Background: an optimization exercise with open tools, aiming at small area, a short achievable clock period and few clock cycles. Do not read the settings as production practice. RTL that was checked went through simulation tests only; none was proved equivalent to the original. Power figures rest on the tool's default switching activity, not on a simulated workload.

Design stepper_step_pulse_generator, start of the top module:
module stepper_step_pulse_generator #(
  parameter int PERIOD_BITS = 24
) (
  input  logic        clk,
  input  logic        rst_n,
  input  logic        in_valid,
  output logic        in_ready,
  input  logic [2:0]  in_req_type,
  input  logic [23:0] in_velocity,
  input  logic [31:0] in_step_value,
  output logic        out_valid,
  input  logic        out_ready,
  output logic        out_step_level,
  output logic        out_dir_level,
  output logic        out_enable_n,
  output logic [31:0] out_position,
  output logic        out_is_moving,
  output logic [23:0] out_period_out,
  input  logic        psel,
  input  logic        penable,
  input  logic        pwrite,
  input  logic [3:0]  paddr,
  input  logic [31:0] pwdata,
  output logic [31:0] prdata,
  output logic        pready
);
  localparam logic [36:0] TWO_N = 37'h1E84800000;   
  localparam logic [36:0] K_RST = 37'd655360000;     
  logic [15:0] spr_r, minp_r;
  logic [7:0]  pw_r;
  logic        spr_wr, kst_r;
  logic [36:0] k_r;
  logic        kbusy_r;
  logic [23:0] r_r;
  logic [24:0] q_r;
  logic [5:0]  it_r;
  logic        frun_r, ffin_r, fdone_r, ovf_r, dbit_r;
  logic [31:0] pos_r, tgt_r;
  logic        seek_r, dir_r, moving_r, en_n_r, step_r;
  logic [23:0] period_r, rem_r;
  logic [7:0]  pulse_r;
  logic        out_valid_r;
  logic pready_r;
  assign pready = pready_r;
  assign spr_wr = psel && !penable && pwrite && (paddr[3:2] == 2'd0);
  always_ff @(posedge clk) begin
    if (!rst_n) begin
      spr_r  <= 16'd200;
      minp_r <= 16'd100;
      pw_r   <= 8'd2;
    end else begin
      if (spr_wr) spr_r <= pwdata[15:0];
  ...
Size in the first run: about 350 flip-flops, about 21000 um^2 of cells after synthesis.
Settings: LEC_CHECK=0, CAP_MARGIN=20, CORE_MARGIN=2, CORE_UTILIZATION=40, CTS_CLUSTER_DIAMETER=100, CTS_CLUSTER_SIZE=20, SETUP_SLACK_MARGIN=4.8, SLEW_MARGIN=20; clock period 9.0 ns.
standard.sh (not shown) runs the stock make flow with config.mk's settings and CLKGATE_MAP_FILE= SYNTH_SCRIPT=/design/flow/synth_recipe.tcl, a recipe that flattens the netlist after the stock synthesis.
==> flow/flow/run.sh <==
#!/bin/bash
# The standard layout (standard.sh), with the port buffers that buffer_ports
# inserts on every input and output made the platform's smallest buffer,
# sky130_fd_sc_hd__buf_1, instead of its default choice (clkdlybuf4s50_1).
# Timing repair still resizes any port buffer on a critical path.
set -euo pipefail
export BUFFER_PORTS_ARGS="-buffer_cell sky130_fd_sc_hd__buf_1"
bash standard.sh > standard.log 2>&1
Testbench counts at the start, summed over its fixed seeds: cycles 21,559.
Edit:
--- a/flow/design.v
+++ b/flow/design.v
@@ -113,23 +113,23 @@
   logic [2:0] rsel_r;
   always_ff @(posedge clk)
     if (psel && !penable)
       rsel_r <= {paddr[3:2] == 2'd2, paddr[3:2] == 2'd1, paddr[3:2] == 2'd0};
   assign prdata = {16'd0, ({16{rsel_r[0]}} & spr_r) | ({16{rsel_r[1]}} & minp_r)
                           | ({16{rsel_r[2]}} & {8'd0, pw_r})};
-  logic [3:0]  a_r, b_r;        
+  logic [5:0]  a_r, b_r;        
   logic        sv_r, tld_r;     
   logic [2:0]  sc_r;            
   logic        srun_r;          
   logic        sfwd_r;          
   logic [23:0] sm_r;            
   logic [31:0] sval_r;
   logic in_tick, tick_in, cmd_in, accept, out_free, exec_tick, exec_cmd;
   logic vneg, vzero, run_in, s_move, s_rel, run_move, s_ready, f_start;
   logic tick_ok_r, azero_r, pend_r;
-  logic [3:0] a_nx, b_nx;
+  logic [5:0] a_nx, b_nx;
   logic       sv_nx;
   assign in_tick   = (in_req_type == 3'd0);
   assign in_ready  = in_tick ? tick_ok_r : !sv_r;
   assign accept    = in_valid && in_ready;
   assign tick_in   = accept && in_tick;
   assign cmd_in    = accept && !in_tick;
@@ -143,18 +143,18 @@
   assign exec_tick = out_free && !azero_r;
   assign exec_cmd  = out_free && azero_r && sv_r && s_ready;
   assign run_in    = (in_req_type == 3'd1) ? !vzero
                    : (in_req_type[2:1] == 2'b01) ? (!vneg && !vzero) : 1'b0;
   always_comb begin
     if (exec_cmd) begin
-      a_nx  = b_r + {3'd0, tick_in};
+      a_nx  = b_r + {5'd0, tick_in};
       b_nx  = '0;
       sv_nx = 1'b0;
     end else begin
-      a_nx  = a_r - {3'd0, exec_tick} + {3'd0, tick_in && !sv_r};
-      b_nx  = b_r + {3'd0, tick_in && sv_r};
+      a_nx  = a_r - {5'd0, exec_tick} + {5'd0, tick_in && !sv_r};
+      b_nx  = b_r + {5'd0, tick_in && sv_r};
       sv_nx = sv_r || cmd_in;
     end
   end
   logic go_nx;
   assign go_nx = (cmd_in ? run_in : pend_r) && !(kbusy_r && it_r != 6'd0) && !kst_r;
   always_ff @(posedge clk) begin
@@ -167,14 +167,14 @@
       pend_r    <= 1'b0;
       f_start   <= 1'b0;
     end else begin
       a_r       <= a_nx;
       b_r       <= b_nx;
       sv_r      <= sv_nx;
-      azero_r   <= (a_nx == 4'd0);
-      tick_ok_r <= (a_r < 4'd14) && (b_r < 4'd14);
+      azero_r   <= (a_nx == 6'd0);
+      tick_ok_r <= (a_r < 6'd62) && (b_r < 6'd62);
       pend_r    <= (cmd_in ? run_in : pend_r) && !go_nx;
       f_start   <= go_nx;
     end
   end
   always_ff @(posedge clk) begin
     if (cmd_in) begin
Result: The changed run completed with no timing, DRC or antenna violations. Via count rises by a little under a tenth. Routed wire length rises by a little under a tenth. Non-clock buffer count stays the same. Clock skew rises by 7.2 ps. Sequential power stays flat. Clock power stays flat. Sequential share of layout area falls by 1.2 points. Synthesized area rises by a few percent. Total power falls by a few percent. Global-route usage rises by 1.0 points. Clock-buffer cell count falls by 1. Cell area rises by a few percent. Worst setup slack gains 24 ps. Maximum frequency rises slightly.
Function not checked in the second run of this note: the RTL went through the layout flow alone.

what the ideal ports hide:
The flow's constraints put no driver on any port. The routed layouts listed below were extracted and timed again, unchanged, in two steps. Step 1 assumes that a clkbuf_16 drives the clock port and a buf_2 every other input. Step 2, shift: input delay + t, output delay - t, t = (earliest + latest rising clock arrival at the registers) / 2. This alone moves slack from input paths to output paths. Three values: ideal ports, drivers, drivers and shift; two values: the first two.
| run | t, ns | setup slack, ns | worst setup path at the end |
|---|---|---|---|
| the first run | 0.617 | 4.722 / 4.684 / 4.359 | input to register |
| the second run | 0.625 | 4.746 / 4.707 / 4.454 | input to register |
After both steps setup and hold are still met in every run listed. For the first run, which loses most, drivers alone change the setup slack by -0.038 ns; drivers and shift together by -0.363 ns.
